What follows belongs to an exercise in optimizing a design on an open flow for small area, a short achievable clock period and few clock cycles; a production flow would make more cautious choices.
Where RTL was checked, it was by simulation tests only, not by an equivalence proof against the original.

==> module fc_layer_top, before the edit <==
module fc_layer_top (
	input  logic                     clk,
	input  logic                     reset_n,
	input  logic                     i_run,       
	input  fc_ctrl_pkg::cnt_t        i_num_cnt,   
	input  fc_data_pkg::data_t       i_node,      
	input  fc_data_pkg::weight_vec_t i_weights,   
	output logic                     o_idle,
	output logic                     o_read,
	output logic                     o_write,
	output logic                     o_done,
	output fc_ctrl_pkg::mem_req_t    o_mem_req,
	output fc_data_pkg::result_vec_t o_results
);
	logic              busy_q;      
	logic              busy_o_q;    
	logic              ce_q;        
	logic              write_q;     
	logic              done_q;
	logic              dv_q;        
	logic              clr_q;       
	logic [5:0]        last_q;      
	fc_ctrl_pkg::cnt_t addr_q;      
	logic              start;
	logic              read_last;
	logic [8:0]                node_x;   
	logic [3:0]                         one, two, neg;
	logic [3:0]                         one_q, two_q, neg_q;
	logic [4*8-1:0] weights_q;
	logic [4*32-1:0]  results_flat;
	assign start     = i_run & ~busy_q;
	assign read_last = ce_q & (addr_q == '0);
	always_ff @(posedge clk or negedge reset_n) begin
		if (!reset_n) begin
			busy_q  <= 1'b0;
			busy_o_q <= 1'b0;
			ce_q    <= 1'b0;
			write_q <= 1'b0;
			done_q  <= 1'b0;
			dv_q    <= 1'b0;
			clr_q   <= 1'b0;
			last_q  <= '0;
		end else begin
			busy_q  <= start | (busy_q & ~done_q);
			busy_o_q <= start | (busy_o_q & ~done_q);
			ce_q    <= start | (ce_q & ~read_last);
			write_q <= start | (write_q & ~last_q[5]);
			done_q  <= last_q[5];
			dv_q    <= ce_q;
			clr_q   <= start;
			last_q  <= {last_q[4:0], read_last};
		end
	end
	always_ff @(posedge clk) begin
		if (!busy_q) begin
			addr_q <= i_num_cnt - fc_ctrl_pkg::cnt_t'(1);
		end else begin
			addr_q <= addr_q - fc_ctrl_pkg::cnt_t'(1);
		end
	end
	assign node_x = {dv_q ? i_node : '0, 1'b0};
	for (genvar i = 0; i < 4; i++) begin : g_booth
		assign one[i] = node_x[2*i] ^ node_x[2*i+1];
		assign two[i] = (node_x[2*i+2] & ~node_x[2*i+1] & ~node_x[2*i]) |
		                (~node_x[2*i+2] & node_x[2*i+1] & node_x[2*i]);
		assign neg[i] = node_x[2*i+2] & ~(node_x[2*i+1] & node_x[2*i]);
	end
	always_ff @(posedge clk) begin
		one_q     <= one;
		two_q     <= two;
		neg_q     <= neg;
		weights_q <= i_weights;
	end
	for (genvar g = 0; g < 4; g++) begin : g_lane
		fc_mac_core u_mac_core (
			.clk      (clk),
			.i_clear  (clr_q),
			.i_one    (one_q),
			.i_two    (two_q),
			.i_neg    (neg_q),
			.i_weight (weights_q[g*8 +: 8]),
			.o_acc    (results_flat[g*32 +: 32])
		);
	end
	assign o_mem_req.addr = addr_q;
	assign o_mem_req.ce   = ce_q;
	assign o_results      = results_flat;
	assign o_idle         = ~busy_o_q;
	assign o_read         = ce_q;
	assign o_write        = write_q;
	assign o_done         = done_q;
endmodule
Settings: LEC_CHECK=0, CAP_MARGIN=20, CORE_MARGIN=2, CORE_UTILIZATION=40, CTS_CLUSTER_DIAMETER=100, CTS_CLUSTER_SIZE=30, SETUP_SLACK_MARGIN=5.0, SLEW_MARGIN=20; clock period 8.0 ns.
standard.sh (not shown) runs the stock make flow with config.mk's settings and CLKGATE_MAP_FILE= SYNTH_SCRIPT=/design/flow/synth_recipe.tcl, a recipe that flattens the netlist after the stock synthesis.
==> flow/flow/run.sh <==
#!/bin/bash
# Standard layout (standard.sh, unchanged synthesis), with two changes:
# plain buffers on the ports instead of delay buffers, and timing repair
# aiming further below the clock period. The make output goes to make.log in
# the work folder; ORFS keeps each step's own log under orfs/logs/.
set -euo pipefail
cd "$(dirname "$0")/.."
bash standard.sh "BUFFER_PORTS_ARGS=-buffer_cell sky130_fd_sc_hd__buf_2" \
	SETUP_SLACK_MARGIN=5.3 finish > make.log 2>&1
The first run produced a clean layout.
Testbench counts at the start, summed over its fixed seeds: cycles 36,227.
Then changed:
--- a/flow/design.v
+++ b/flow/design.v
@@ -378,11 +378,11 @@
 	output logic                     o_done,
 	output fc_ctrl_pkg::mem_req_t    o_mem_req,
 	output fc_data_pkg::result_vec_t o_results
 );
 	logic              busy_q;      
-	logic              busy_o_q;    
+	logic              idle_q;      
 	logic              ce_q;        
 	logic              write_q;     
 	logic              done_q;
 	logic              dv_q;        
 	logic              clr_q;       
@@ -398,20 +398,20 @@
 	assign start     = i_run & ~busy_q;
 	assign read_last = ce_q & (addr_q == '0);
 	always_ff @(posedge clk or negedge reset_n) begin
 		if (!reset_n) begin
 			busy_q  <= 1'b0;
-			busy_o_q <= 1'b0;
+			idle_q  <= 1'b1;
 			ce_q    <= 1'b0;
 			write_q <= 1'b0;
 			done_q  <= 1'b0;
 			dv_q    <= 1'b0;
 			clr_q   <= 1'b0;
 			last_q  <= '0;
 		end else begin
 			busy_q  <= start | (busy_q & ~done_q);
-			busy_o_q <= start | (busy_o_q & ~done_q);
+			idle_q  <= ~(start | (busy_q & ~done_q));
 			ce_q    <= start | (ce_q & ~read_last);
 			write_q <= start | (write_q & ~last_q[5]);
 			done_q  <= last_q[5];
 			dv_q    <= ce_q;
 			clr_q   <= start;
@@ -450,10 +450,10 @@
 		);
 	end
 	assign o_mem_req.addr = addr_q;
 	assign o_mem_req.ce   = ce_q;
 	assign o_results      = results_flat;
-	assign o_idle         = ~busy_o_q;
+	assign o_idle         = idle_q;
 	assign o_read         = ce_q;
 	assign o_write        = write_q;
 	assign o_done         = done_q;
 endmodule
Effect: Core utilization barely changes; final cell count stays flat; non-clock buffer count climbs by 5; setup slack got worse by 0.087 ns; die area hardly moves.
No functional check of the RTL was part of the second run of this note.

========
Setup of run A:
Another version of the RTL of fc_layer_top (not shown whole).
Size in the first run: ~1700 cells after synthesis, ~200 I/O pins, roughly 17000 µm² of cells after synthesis.
==> module fc_layer_top, before the edit <==
module fc_layer_top (
	input  logic                     clk,
	input  logic                     reset_n,
	input  logic                     i_run,       
	input  fc_ctrl_pkg::cnt_t        i_num_cnt,   
	input  fc_data_pkg::data_t       i_node,      
	input  fc_data_pkg::weight_vec_t i_weights,   
	output logic                     o_idle,
	output logic                     o_read,
	output logic                     o_write,
	output logic                     o_done,
	output fc_ctrl_pkg::mem_req_t    o_mem_req,
	output fc_data_pkg::result_vec_t o_results
);
	logic              busy_q;      
	logic              ce_q;        
	logic              write_q;     
	logic              done_q;
	logic              dv_q;        
	logic              clr_q;       
	logic [3:0]        last_q;      
	fc_ctrl_pkg::cnt_t addr_q;      
	logic              start;
	logic              read_last;
	logic [8:0]                node_x;   
	logic [3:0]                         one, two, neg;
	logic [3:0]                         one_q, two_q, neg_q;
	logic [4*8-1:0] weights_q;
	logic [4*32-1:0]  results_flat;
	assign start     = i_run & ~busy_q;
	assign read_last = ce_q & (addr_q == '0);
	always_ff @(posedge clk or negedge reset_n) begin
		if (!reset_n) begin
			busy_q  <= 1'b0;
			ce_q    <= 1'b0;
			write_q <= 1'b0;
			done_q  <= 1'b0;
			dv_q    <= 1'b0;
			clr_q   <= 1'b0;
			last_q  <= '0;
		end else begin
			busy_q  <= start | (busy_q & ~done_q);
			ce_q    <= start | (ce_q & ~read_last);
			write_q <= start | (write_q & ~last_q[3]);
			done_q  <= last_q[3];
			dv_q    <= ce_q;
			clr_q   <= start;
			last_q  <= {last_q[2:0], read_last};
		end
	end
	always_ff @(posedge clk) begin
		if (!busy_q) begin
			addr_q <= i_num_cnt - fc_ctrl_pkg::cnt_t'(1);
		end else begin
			addr_q <= addr_q - fc_ctrl_pkg::cnt_t'(1);
		end
	end
	assign node_x = {dv_q ? i_node : '0, 1'b0};
	for (genvar i = 0; i < 4; i++) begin : g_booth
		assign one[i] = node_x[2*i] ^ node_x[2*i+1];
		assign two[i] = (node_x[2*i+2] & ~node_x[2*i+1] & ~node_x[2*i]) |
		                (~node_x[2*i+2] & node_x[2*i+1] & node_x[2*i]);
		assign neg[i] = node_x[2*i+2] & ~(node_x[2*i+1] & node_x[2*i]);
	end
	always_ff @(posedge clk) begin
		one_q     <= one;
		two_q     <= two;
		neg_q     <= neg;
		weights_q <= i_weights;
	end
	for (genvar g = 0; g < 4; g++) begin : g_lane
		fc_mac_core u_mac_core (
			.clk      (clk),
			.i_clear  (clr_q),
			.i_one    (one_q),
			.i_two    (two_q),
			.i_neg    (neg_q),
			.i_weight (weights_q[g*8 +: 8]),
			.o_acc    (results_flat[g*32 +: 32])
		);
	end
	assign o_mem_req.addr = addr_q;
	assign o_mem_req.ce   = ce_q;
	assign o_results      = results_flat;
	assign o_idle         = ~busy_q;
	assign o_read         = ce_q;
	assign o_write        = write_q;
	assign o_done         = done_q;
endmodule
Settings: LEC_CHECK=0, CAP_MARGIN=20, CORE_MARGIN=2, CORE_UTILIZATION=40, CTS_CLUSTER_DIAMETER=100, CTS_CLUSTER_SIZE=30, SETUP_SLACK_MARGIN=5.0, SLEW_MARGIN=20; clock period 8.0 ns.
run.sh (not shown) runs the stock make flow with config.mk's settings and CLKGATE_MAP_FILE= SYNTH_SCRIPT=/design/flow/synth_recipe.tcl, a recipe that flattens the netlist after the stock synthesis.
Stock flow here: none of the scripts above is used.
Inputs modified between run A and run C:
--- a/flow/design.v
+++ b/flow/design.v
@@ -376,11 +376,11 @@
 	output logic                     o_write,
 	output logic                     o_done,
 	output fc_ctrl_pkg::mem_req_t    o_mem_req,
 	output fc_data_pkg::result_vec_t o_results
 );
-	logic              busy_q;      
+	logic              idle_q;      
 	logic              ce_q;        
 	logic              write_q;     
 	logic              done_q;
 	logic              dv_q;        
 	logic              clr_q;       
@@ -391,33 +391,33 @@
 	logic [8:0]                node_x;   
 	logic [3:0]                         one, two, neg;
 	logic [3:0]                         one_q, two_q, neg_q;
 	logic [4*8-1:0] weights_q;
 	logic [4*32-1:0]  results_flat;
-	assign start     = i_run & ~busy_q;
+	assign start     = i_run & idle_q;
 	assign read_last = ce_q & (addr_q == '0);
 	always_ff @(posedge clk or negedge reset_n) begin
 		if (!reset_n) begin
-			busy_q  <= 1'b0;
+			idle_q  <= 1'b1;
 			ce_q    <= 1'b0;
 			write_q <= 1'b0;
 			done_q  <= 1'b0;
 			dv_q    <= 1'b0;
 			clr_q   <= 1'b0;
 			last_q  <= '0;
 		end else begin
-			busy_q  <= start | (busy_q & ~done_q);
+			idle_q  <= start ? 1'b0 : (idle_q | done_q);
 			ce_q    <= start | (ce_q & ~read_last);
 			write_q <= start | (write_q & ~last_q[3]);
 			done_q  <= last_q[3];
 			dv_q    <= ce_q;
 			clr_q   <= start;
 			last_q  <= {last_q[2:0], read_last};
 		end
 	end
 	always_ff @(posedge clk) begin
-		if (!busy_q) begin
+		if (idle_q) begin
 			addr_q <= i_num_cnt - fc_ctrl_pkg::cnt_t'(1);
 		end else begin
 			addr_q <= addr_q - fc_ctrl_pkg::cnt_t'(1);
 		end
 	end
@@ -446,10 +446,10 @@
 		);
 	end
 	assign o_mem_req.addr = addr_q;
 	assign o_mem_req.ce   = ce_q;
 	assign o_results      = results_flat;
-	assign o_idle         = ~busy_q;
+	assign o_idle         = idle_q;
 	assign o_read         = ce_q;
 	assign o_write        = write_q;
 	assign o_done         = done_q;
 endmodule
==> results.txt <==
Cell area | run C vs run A | run C larger
Sort run C and run A by final design utilization asc -> top: run A
Comparing run C and run A, the higher final critical-path required period was measured on run C.
Lower routed wire length was reported by run A, not run C.
Number of global-route vias before repair in run C is 45 above run A.
Run A ended up with met4 as its highest metal layer with signal wires; run C ended up with met5.
Run C has completed all stages; timing, DRC and antenna checks passed.
No functional check of the RTL was part of any run of this note.

## static timing again, ports no longer ideal
The flow's constraints put no driver on any port. The routed layouts listed below were extracted and timed again, unchanged, in two steps. Step 1, drivers: a clkbuf_16 drives clk and a buf_2 each remaining input, both assumed. Step 2 also shifts input and output timing later by t, the mid clock arrival at the registers, as if the neighbouring blocks saw the same clock. a / b / c = ideal ports / drivers / drivers and shift; a / b = the first two.
| run | t, ns | slack for setup (ns) | clock arrival spread, ns | worst register clock-pin slew, ns |
|---|---|---|---|---|
| the first run of note 1 | 0.581 | 5.331 / 5.274 / 5.019 | 0.032 / 0.032 | 0.11 / 0.11 |
| the second run of note 1 | 0.589 | 5.244 / 5.184 / 5.054 | 0.027 / 0.027 | 0.12 / 0.12 |
| run A | 0.561 | 4.982 / 4.982 / 4.679 | 0.028 / 0.027 | 0.12 / 0.12 |
| run C | 0.582 | 4.962 / 4.962 / 4.573 | 0.021 / 0.022 | 0.12 / 0.12 |
After both steps every run listed still meets setup and hold. For run C, which loses most, drivers alone change the setup slack by 0.000 ns; drivers and shift together by -0.389 ns.
